This design comes from an exercise in tuning for small area, a short achievable clock period and few clock cycles on the open sky130 flow, not from production work.
The RTL was checked by simulation tests, not by an equivalence proof against the original design.

## run.sh

```bash
#!/bin/bash
# synth_recipe.tcl (not shown) runs the flow's synth.tcl, then flattens the netlist and writes it again
# the make line also repeats each setting of config.mk as NAME=value (left out here)
make -C /OpenROAD-flow-scripts/flow DESIGN_CONFIG=/design/flow/config.mk WORK_HOME=/design/flow/orfs CLKGATE_MAP_FILE= SYNTH_SCRIPT=/design/flow/synth_recipe.tcl finish
```

## design.v

```verilog
module hilo_muldiv (
  input  logic        clk,
  input  logic        rst_n,
  input  logic [3:0]  mul_func,
  input  logic [31:0] in_a,
  input  logic [31:0] in_b,
  output logic [31:0] hi,
  output logic [31:0] lo,
  output logic        busy
);
  localparam logic [2:0] S_IDLE = 3'd0;
  localparam logic [2:0] S_MUL  = 3'd1;
  localparam logic [2:0] S_DSET = 3'd2;
  localparam logic [2:0] S_DIV  = 3'd3;
  localparam logic [2:0] S_DFIX = 3'd4;
  logic [2:0]  state;
  logic [4:0]  cnt;
  logic [32:0] opa;       
  logic [32:0] opb;       
  logic        msub;      
  logic        mub;       
  logic [2:0]  pend;      
  logic        dsgn;
  logic        neg_q;
  logic        neg_r;
  logic dec_mul, dec_div, dec_sgn, dec_acc, dec_sub;
  always_comb begin
    dec_mul = 1'b0; dec_div = 1'b0; dec_sgn = 1'b0; dec_acc = 1'b0; dec_sub = 1'b0;
    case (mul_func)
      4'd1:  begin dec_mul = 1'b1; dec_sgn = 1'b1; end
      4'd2:  begin dec_mul = 1'b1; end
      4'd3:  begin dec_div = 1'b1; dec_sgn = 1'b1; end
      4'd4:  begin dec_div = 1'b1; end
      4'd7:  begin dec_mul = 1'b1; dec_sgn = 1'b1; dec_acc = 1'b1; end
      4'd8:  begin dec_mul = 1'b1; dec_acc = 1'b1; end
      4'd9:  begin dec_mul = 1'b1; dec_sgn = 1'b1; dec_acc = 1'b1; dec_sub = 1'b1; end
      4'd10: begin dec_mul = 1'b1; dec_acc = 1'b1; dec_sub = 1'b1; end
      default: ;
    endcase
  end
  localparam logic [42:0] KMUL = 43'd0 - (43'd1 << 33) - (43'd1 << 35) - (43'd1 << 37)
                                 - (43'd1 << 39) - (43'd1 << 40) - (43'd1 << 34);
  logic [42:0] row [0:6];
  logic [39:0] win;
  logic        last_mul;
  logic [42:0] msum;
  always_comb begin
    logic b2, b1, b0, ng, one, two;
    logic [33:0] mag, pp;
    logic [32:0] xr;
    logic [8:0]  negs;
    win      = {lo[7:0], hi};
    last_mul = (cnt[1:0] == 2'd0);
    negs     = 9'd0;
    for (int i = 0; i < 4; i++) begin
      b2  = opb[2*i+2];
      b1  = opb[2*i+1];
      b0  = opb[2*i];
      ng  = b2 ^ msub;
      one = b1 ^ b0;
      two = (b2 & ~b1 & ~b0) | (~b2 & b1 & b0);
      mag = one ? {opa[32], opa} : (two ? {opa, 1'b0} : 34'd0);
      pp  = mag ^ {34{ng}};
      row[i + 1] = 43'({~pp[33], pp[32:0]}) << (2 * i);
      negs[2 * i] = ng;
    end
    xr     = (last_mul & mub) ? (opa ^ {33{msub}}) : 33'd0;
    row[5] = 43'({~xr[32], xr[31:0]}) << 8;
    negs[8] = last_mul & mub & msub;
    row[0] = {3'd0, win};
    row[6] = 43'({~pend[2], pend[1:0]}) << 32 | 43'(negs);
  end
  logic [42:0] s1a, c1a, s1b, c1b, s2a, c2a, s3a, c3a, s4a, c4a;
  always_comb begin
    s1a = row[0] ^ row[1] ^ row[2];
    c1a = ((row[0] & row[1]) | (row[0] & row[2]) | (row[1] & row[2])) << 1;
    s1b = row[3] ^ row[4] ^ row[5];
    c1b = ((row[3] & row[4]) | (row[3] & row[5]) | (row[4] & row[5])) << 1;
    s2a = s1a ^ c1a ^ s1b;
    c2a = ((s1a & c1a) | (s1a & s1b) | (c1a & s1b)) << 1;
    s3a = c1b ^ row[6] ^ KMUL;
    c3a = ((c1b & row[6]) | (c1b & KMUL) | (row[6] & KMUL)) << 1;
    s4a = s2a ^ c2a ^ s3a;
    c4a = ((s2a & c2a) | (s2a & s3a) | (c2a & s3a)) << 1;
    msum = s4a + c4a + c3a;
  end
  function automatic logic [5:0] clz32(input logic [31:0] x);
    logic [15:0] y16;
    logic [7:0]  y8;
    logic [3:0]  y4;
    logic [1:0]  y2;
    logic v16, v8, v4, v2, v1;
    v16 = |x[31:16];  y16 = v16 ? x[31:16] : x[15:0];
    v8  = |y16[15:8]; y8  = v8 ? y16[15:8] : y16[7:0];
    v4  = |y8[7:4];   y4  = v4 ? y8[7:4] : y8[3:0];
    v2  = |y4[3:2];   y2  = v2 ? y4[3:2] : y4[1:0];
    v1  = y2[1];
    clz32 = (x == 32'd0) ? 6'd32 : {1'b0, ~v16, ~v8, ~v4, ~v2, ~v1};
  endfunction
  logic        sa, sb;
  logic [31:0] negl, negh;      
  logic        ngl, ngh;
  logic [6:0]  dn;              
  logic [5:0]  dn4;             
  logic [31:0] drot, dmask;
  logic        bzero;
  logic [32:0] dtrial;
  always_comb begin
    sa    = dsgn & lo[31];
    sb    = dsgn & hi[31];
    ngl   = (state == S_DSET) ? sa : neg_q;
    ngh   = (state == S_DSET) ? sb : neg_r;
    negl  = (lo ^ {32{ngl}}) + {31'd0, ngl};
    negh  = (hi ^ {32{ngh}}) + {31'd0, ngh};
    bzero = (hi == 32'd0);
    dn    = 7'(clz32(hi ^ {32{sb}})) - 7'(clz32(lo ^ {32{sa}})) + 7'(sa) + 7'd1;
    dn4   = (dn > 7'sd32 && !dn[6]) ? 6'd32 : (6'(dn) + 6'd3) & 6'b111100;
    drot  = 32'({negl, negl} >> dn4);
    dmask = 32'(33'h0_ffff_ffff >> dn4);
    dtrial = {hi, lo[31]} - {1'b0, opa[31:0]};
  end
  always_ff @(posedge clk or negedge rst_n) begin
    if (!rst_n) begin
      state <= S_IDLE;
      hi    <= 32'd0;
      lo    <= 32'd0;
      busy  <= 1'b0;
    end else begin
      case (state)
        S_IDLE: begin
          if (mul_func == 4'd5) hi <= in_a;
          if (mul_func == 4'd6) lo <= in_a;
          if (dec_mul) begin
            hi    <= dec_acc ? lo : 32'd0;
            lo    <= dec_acc ? hi : 32'd0;
            state <= S_MUL;
            busy  <= 1'b1;
          end
          if (dec_div) begin
            hi    <= in_b;
            lo    <= in_a;
            state <= S_DSET;
            busy  <= 1'b1;
          end
        end
        S_MUL: begin
          hi <= {msum[39:32], msum[31:8]};
          lo <= {msum[7:0], lo[31:8]};
          if (cnt[1:0] == 2'd0) begin
            state <= S_IDLE;
            busy  <= 1'b0;
          end
        end
        S_DSET: begin
          if (bzero) begin
            hi    <= lo;
            lo    <= 32'hFFFF_FFFF;
            state <= S_IDLE;
            busy  <= 1'b0;
          end else if (dn[6] || dn == 7'd0) begin
            hi    <= lo;
            lo    <= 32'd0;
            state <= S_IDLE;
            busy  <= 1'b0;
          end else begin
            hi    <= drot & dmask;
            lo    <= drot & ~dmask;
            state <= S_DIV;
          end
        end
        S_DIV: begin
          if (!dtrial[32]) begin
            hi <= dtrial[31:0];
            lo <= {lo[30:0], 1'b1};
          end else begin
            hi <= {hi[30:0], lo[31]};
            lo <= {lo[30:0], 1'b0};
          end
          if (cnt == 5'd0) begin
            if (neg_q | neg_r) begin
              state <= S_DFIX;
            end else begin
              state <= S_IDLE;
              busy  <= 1'b0;
            end
          end
        end
        S_DFIX: begin
          hi    <= negh;
          lo    <= negl;
          state <= S_IDLE;
          busy  <= 1'b0;
        end
        default: begin
          state <= S_IDLE;
          busy  <= 1'b0;
        end
      endcase
    end
  end
  always_ff @(posedge clk) begin
    case (state)
      S_IDLE: begin
        if (dec_mul) begin
          opa  <= {dec_sgn & in_a[31], in_a};
          opb  <= {in_b, 1'b0};
          msub <= dec_sub;
          mub  <= ~dec_sgn & in_b[31];
          pend <= 3'd0;
          cnt  <= 5'd3;
        end
        if (dec_div) begin
          dsgn <= dec_sgn;
        end
      end
      S_MUL: begin
        opb  <= {8'd0, opb[32:8]};
        pend <= msum[42:40];
        cnt  <= cnt - 5'd1;
      end
      S_DSET: begin
        opa   <= {1'b0, negh};
        neg_q <= sa ^ sb;
        neg_r <= sa;
        cnt   <= 5'(dn4 - 6'd1);
      end
      S_DIV: begin
        cnt <= cnt - 5'd1;
      end
      default: ;
    endcase
  end
endmodule
```

## config.mk

```make
export PLATFORM = sky130hd
export DESIGN_NAME = hilo_muldiv
export DESIGN_NICKNAME = hilo_muldiv
export VERILOG_FILES = /design/flow/design.v
export SDC_FILE = /design/flow/constraint.sdc
export NUM_CORES = 4
export LEC_CHECK = 0
export CAP_MARGIN = 20
export CORE_MARGIN = 2
export CORE_UTILIZATION = 40
export SLEW_MARGIN = 20
```

## constraint.sdc

```tcl
create_clock -name core_clock -period 12.0 [get_ports {clk}]
set_input_delay 2.4000 -clock core_clock [delete_from_list [all_inputs] [get_ports {clk}]]
set_output_delay 2.4000 -clock core_clock [all_outputs]
set_load 0.01 [all_outputs]
```

==> run notes <==
[kinds of logic after synthesis]
family	Yosys count	synth area share [%]
AO/OA/AOI/OAI	1081	25.21
XOR/XNOR	337	10.66
adder cells (fa/ha/maj)	287	16.47
buffers and inverters	676	9.111
flip-flops	147	14.45
multiplexers	83	3.155
AND/OR/NAND/NOR	1287	20.93
[registers in the layout, indices dropped and copies added, names as in the netlist, 3 cells and up]
| signal | cells |
|---|---|
| cnt | 5 |
| pend | 3 |
| hi | 32 |
| opb | 33 |
| opa | 33 |
| state | 3 |
| lo | 32 |
[worst max-delay path by stage]
| stage | slack, ns | from | to |
|---|---|---|---|
| finish | 2.80 | lo[31]$_DFFE_PN0P_ | lo[4]$_DFFE_PN0P_ |
| global route | 2.32 | lo[31]$_DFFE_PN0P_ | lo[7]$_DFFE_PN0P_ |
| CTS | 3.03 | lo[31]$_DFFE_PN0P_ | lo[4]$_DFFE_PN0P_ |
| detailed placement | 3.06 | lo[31]$_DFFE_PN0P_ | lo[7]$_DFFE_PN0P_ |
| global placement | 3.09 | lo[31]$_DFFE_PN0P_ | lo[4]$_DFFE_PN0P_ |
| floorplan | 5.30 | lo[21]$_DFFE_PN0P_ | lo[14]$_DFFE_PN0P_ |
[worst max-delay path, stage by stage (launching register included)]
cell and delay [ns]:
sky130_fd_sc_hd__dfrtp_1 0.64, sky130_fd_sc_hd__nand2_1 0.48, sky130_fd_sc_hd__inv_1 0.49, sky130_fd_sc_hd__nand2_1 0.21, sky130_fd_sc_hd__a221o_1 0.65, sky130_fd_sc_hd__o21a_1 0.18
sky130_fd_sc_hd__o21ai_0 0.12, sky130_fd_sc_hd__nor4_1 0.71, sky130_fd_sc_hd__buf_4 0.27, sky130_fd_sc_hd__a21oi_1 0.07, sky130_fd_sc_hd__a22o_1 0.29, sky130_fd_sc_hd__a31oi_1 0.19
sky130_fd_sc_hd__o21bai_1 0.11, sky130_fd_sc_hd__fa_1 0.37, sky130_fd_sc_hd__ha_1 0.23, sky130_fd_sc_hd__a211oi_1 0.43, sky130_fd_sc_hd__nor4b_1 0.13, sky130_fd_sc_hd__nor3_1 0.78
sky130_fd_sc_hd__o31a_1 0.66, sky130_fd_sc_hd__buf_4 0.45, sky130_fd_sc_hd__nand2_1 0.32, sky130_fd_sc_hd__nor3_1 0.25, sky130_fd_sc_hd__nor2_1 0.06, sky130_fd_sc_hd__a32oi_1 0.62
sky130_fd_sc_hd__a211oi_1 0.18, sky130_fd_sc_hd__a211oi_1 0.21
[cells in the mapped netlist (all sizes together), types with 17 or more instances]
| library cell | count |
|---|---|
| nand2 | 575 |
| inv | 334 |
| a21oi | 319 |
| clkbuf | 290 |
| xnor2 | 268 |
| nor2 | 255 |
| o21ai | 214 |
| ha | 144 |
| fa | 141 |
| nand3 | 90 |
| edfxtp | 79 |
| nor3 | 75 |
| a221oi | 74 |
| dfrtp | 68 |
| xor2 | 65 |
| mux2i | 64 |
| buf | 49 |
| o211ai | 48 |
| a21o | 43 |
| a31oi | 43 |
| a211oi | 42 |
| o22ai | 38 |
| nand4 | 35 |
| and3 | 34 |
| nor2b | 32 |
| nor4 | 32 |
| and2 | 31 |
| a221o | 30 |
| o31ai | 29 |
| or3 | 27 |
| and4 | 21 |
| o21a | 21 |
| nand2b | 20 |
| or4 | 20 |
| mux2 | 17 |
| o21bai | 17 |
[area by class of cell]
class / instances / share of cell area, %
tap: 940 / 3.773
timing repair buffer: 255 / 7.208
antenna: 7 / 0.05619
multi-input combinational: 3075 / 69.86
clock buffer: 17 / 1.365
inverter: 337 / 4.062
clock inverter: 15 / 0.5980
sequential: 147 / 13.08
[layer usage]
| layer | share of wire [%] | wire (um) | vias to the layer above | GRT usage, % |
|---|---|---|---|---|
| met4 | 9.2 | 13890 | 4 | 30.39 |
| met5 | 0.015 | 23 | - | 0 |
| li1 | - | - | 13550 | - |
| met2 | 42 | 63550 | 2210 | 60.16 |
| met3 | 11 | 17300 | 648 | 12.23 |
| met1 | 37 | 56760 | 15120 | 50.15 |
[stage by stage]
| stage | area [sq um] | util [%] | setup slack [ns] |
|---|---|---|---|
| after CTS | 31140 | 44.54 | 3.035 |
| after floorplan | 28190 | - | 5.302 |
| after detailed placement | 30530 | 43.67 | 3.060 |
| after global routing | 31160 | 44.58 | 2.318 |
| final | 31170 | 44.59 | 2.797 |
| after global placement | 30530 | 43.67 | 3.087 |
==> impl_metrics.json <==
{
  "totalWireLength_mm": 151.5,
  "stdcell_count": 4793,
  "grt_antenna_before_repair": 9,
  "ctsHtreeMaxLevel": 4,
  "highest_count_cells_in_the_layout_ignoring_fill_and_taps": "573 x sky130_fd_sc_hd__nand2_1, 332 x sky130_fd_sc_hd__inv_1, 318 x sky130_fd_sc_hd__a21oi_1",
  "synthesis.area_sq_um": 28190,
  "drc": 0,
  "flow.area_growth_from_synthesis_pct": 10.58,
  "synth-seq-cells": 147,
  "clock-root-buffer": "sky130_fd_sc_hd__clkbuf_16",
  "hold_fix_buffers_cts": 0,
  "top_cells_by_area_in_the_synthesized_netlist": "sky130_fd_sc_hd__fa_1 10%, sky130_fd_sc_hd__edfxtp_1 8.4%, sky130_fd_sc_hd__xnor2_1 8.3%",
  "max_cap_violations": 0,
  "max_clock_freq_mhz": 108.7,
  "hold_violations": 0,
  "fp.dieW_um": 269.5,
  "period_share_pct": 76.69,
  "worstHoldPathType": "reg2reg",
  "initial_core_util_pct": 40.33,
  "dp_hpwl_mm": 111.9,
  "worstHoldPathCells": 2,
  "synthDistinctLibCells": 91,
  "yosys_most_used_dff": "sky130_fd_sc_hd__edfxtp_1",
  "placementRows": 97,
  "rsz_0062_raised_after_global_routing": "false",
  "worst_hold_margin_ns": 0.5051,
  "firstDrtPassIters": 9,
  "final.fill_count": 7320,
  "detailed_router_s_first_iteration_violation_count": 4177,
  "crit_path_start_kind": "register",
  "r2r-start": "lo[31]$_DFFE_PN0P_",
  "via_count_of_the_first_global_routing_pass": 29430,
  "synth.top_cell.area_share_pct": 10.01,
  "boundaryPins": 135,
  "timing.max_slew.rel_slack_pct": 22.42,
  "critPathRequiredTime_ns": 12.42,
  "portBuffers": 134,
  "run_status": "timing/DRC/antenna clean",
  "clkTransAtPathRegs_ns": 0.08,
  "drt-vias-per-instance": 6.579,
  "net_count_after_synthesis": 4253,
  "routed-via-count": 31540,
  "reg2regPathDepth": 25,
  "route.detailed.wl_per_inst_um": 31.61,
  "synth_sequential_area_ratio_pct": 14.45,
  "syn-mean-instance-area_sq_um": 7.233,
  "arrival_ns": 9.62,
  "cts_sinks": 147,
  "layout_commonest_cell": "sky130_fd_sc_hd__nand2_1",
  "worst_slew_pin_slew_ns": 1.162,
  "setup_viol": 0,
  "postRouteAntennaNets": 0,
  "timing.hold.worst_endpoint": "opb[2]$_DFFE_PP_",
  "ys_async_sr_fraction_pct": 46.26,
  "layout.area.seq_sq_um": 4078,
  "yosysTopAreaCell": "sky130_fd_sc_hd__fa_1",
  "final.setup_skew_ns": 0.01729,
  "fin_tns_setup_ns": 0,
  "critical_path.max_fanout": 31,
  "design.die.area_sq_um": 72620,
  "tritoncts_clock_tree": "yes",
  "number_of_buffers_added_by_the_clock_tree_synthesis_step": 17,
  "clkLatencyLatePin_ns": 0.51,
  "synth_enable_flop_cells": 79,
  "place_congestion": 1.076,
  "fraction_of_final_layout_cells_with_drive_strength_greater_than_1_pct": 6.084,
  "synth_warnings": 2,
  "fin_nets": 4188,
  "cts.repair.resized": 0,
  "grt_first_pass_wirelength_mm": 216.1,
  "die_height_um": 269.5,
  "r2r_slack_ns": 2.80,
  "cts_post_setup_buffers_inserted": 0,
  "multi_input_area_sq_um": 21780,
  "postSynthCellCount": 3898,
  "pin_count_of_the_biggest_net_entering_global_routing": 78,
  "final_max_slew_viol_count": 0,
  "reg2reg_end": "lo[4]$_DFFE_PN0P_",
  "kind_of_capture_point_of_the_worst_setup_path": "register",
  "timing_worst_setup_path_type": "reg2reg",
  "globalRouteOverflowTotal": 0,
  "clockBufferDepth": 2,
  "final.min_clock_period_ns": 9.203,
  "dpl.cell_count": 4753,
  "hold_path.startpoint": "opb[10]$_DFFE_PP_",
  "core-area_sq_um": 69910,
  "globalRouteTotalUtil_pct": 40.78
}
Testbench counts, summed over its fixed seeds: cycles 44,368.

re-timing with driven ports:
The results above use ideal ports. As a check the final layout listed here was re-extracted and re-timed, cells and wires unchanged. Step 1: set_driving_cell puts a clkbuf_16 on clk and a buf_2 on each other input, an assumption about the parent block. Step 2, shift: input delay + t, output delay - t, t = (earliest + latest rising clock arrival at the registers) / 2. This alone moves slack from input paths to output paths. Three values: no drivers, after step 1, after step 2; two values: the first two.
t, ns: 0.559
setup WS [ns]: 2.797 / 2.797 / 2.797
worst setup path at the end: register to register
clock arrival spread, ns: 0.017 / 0.017
cell pins on the clock port's net: 1
After both steps this run still meets setup and hold. For this run, drivers alone change the setup slack by 0.000 ns; drivers and shift together by 0.000 ns.
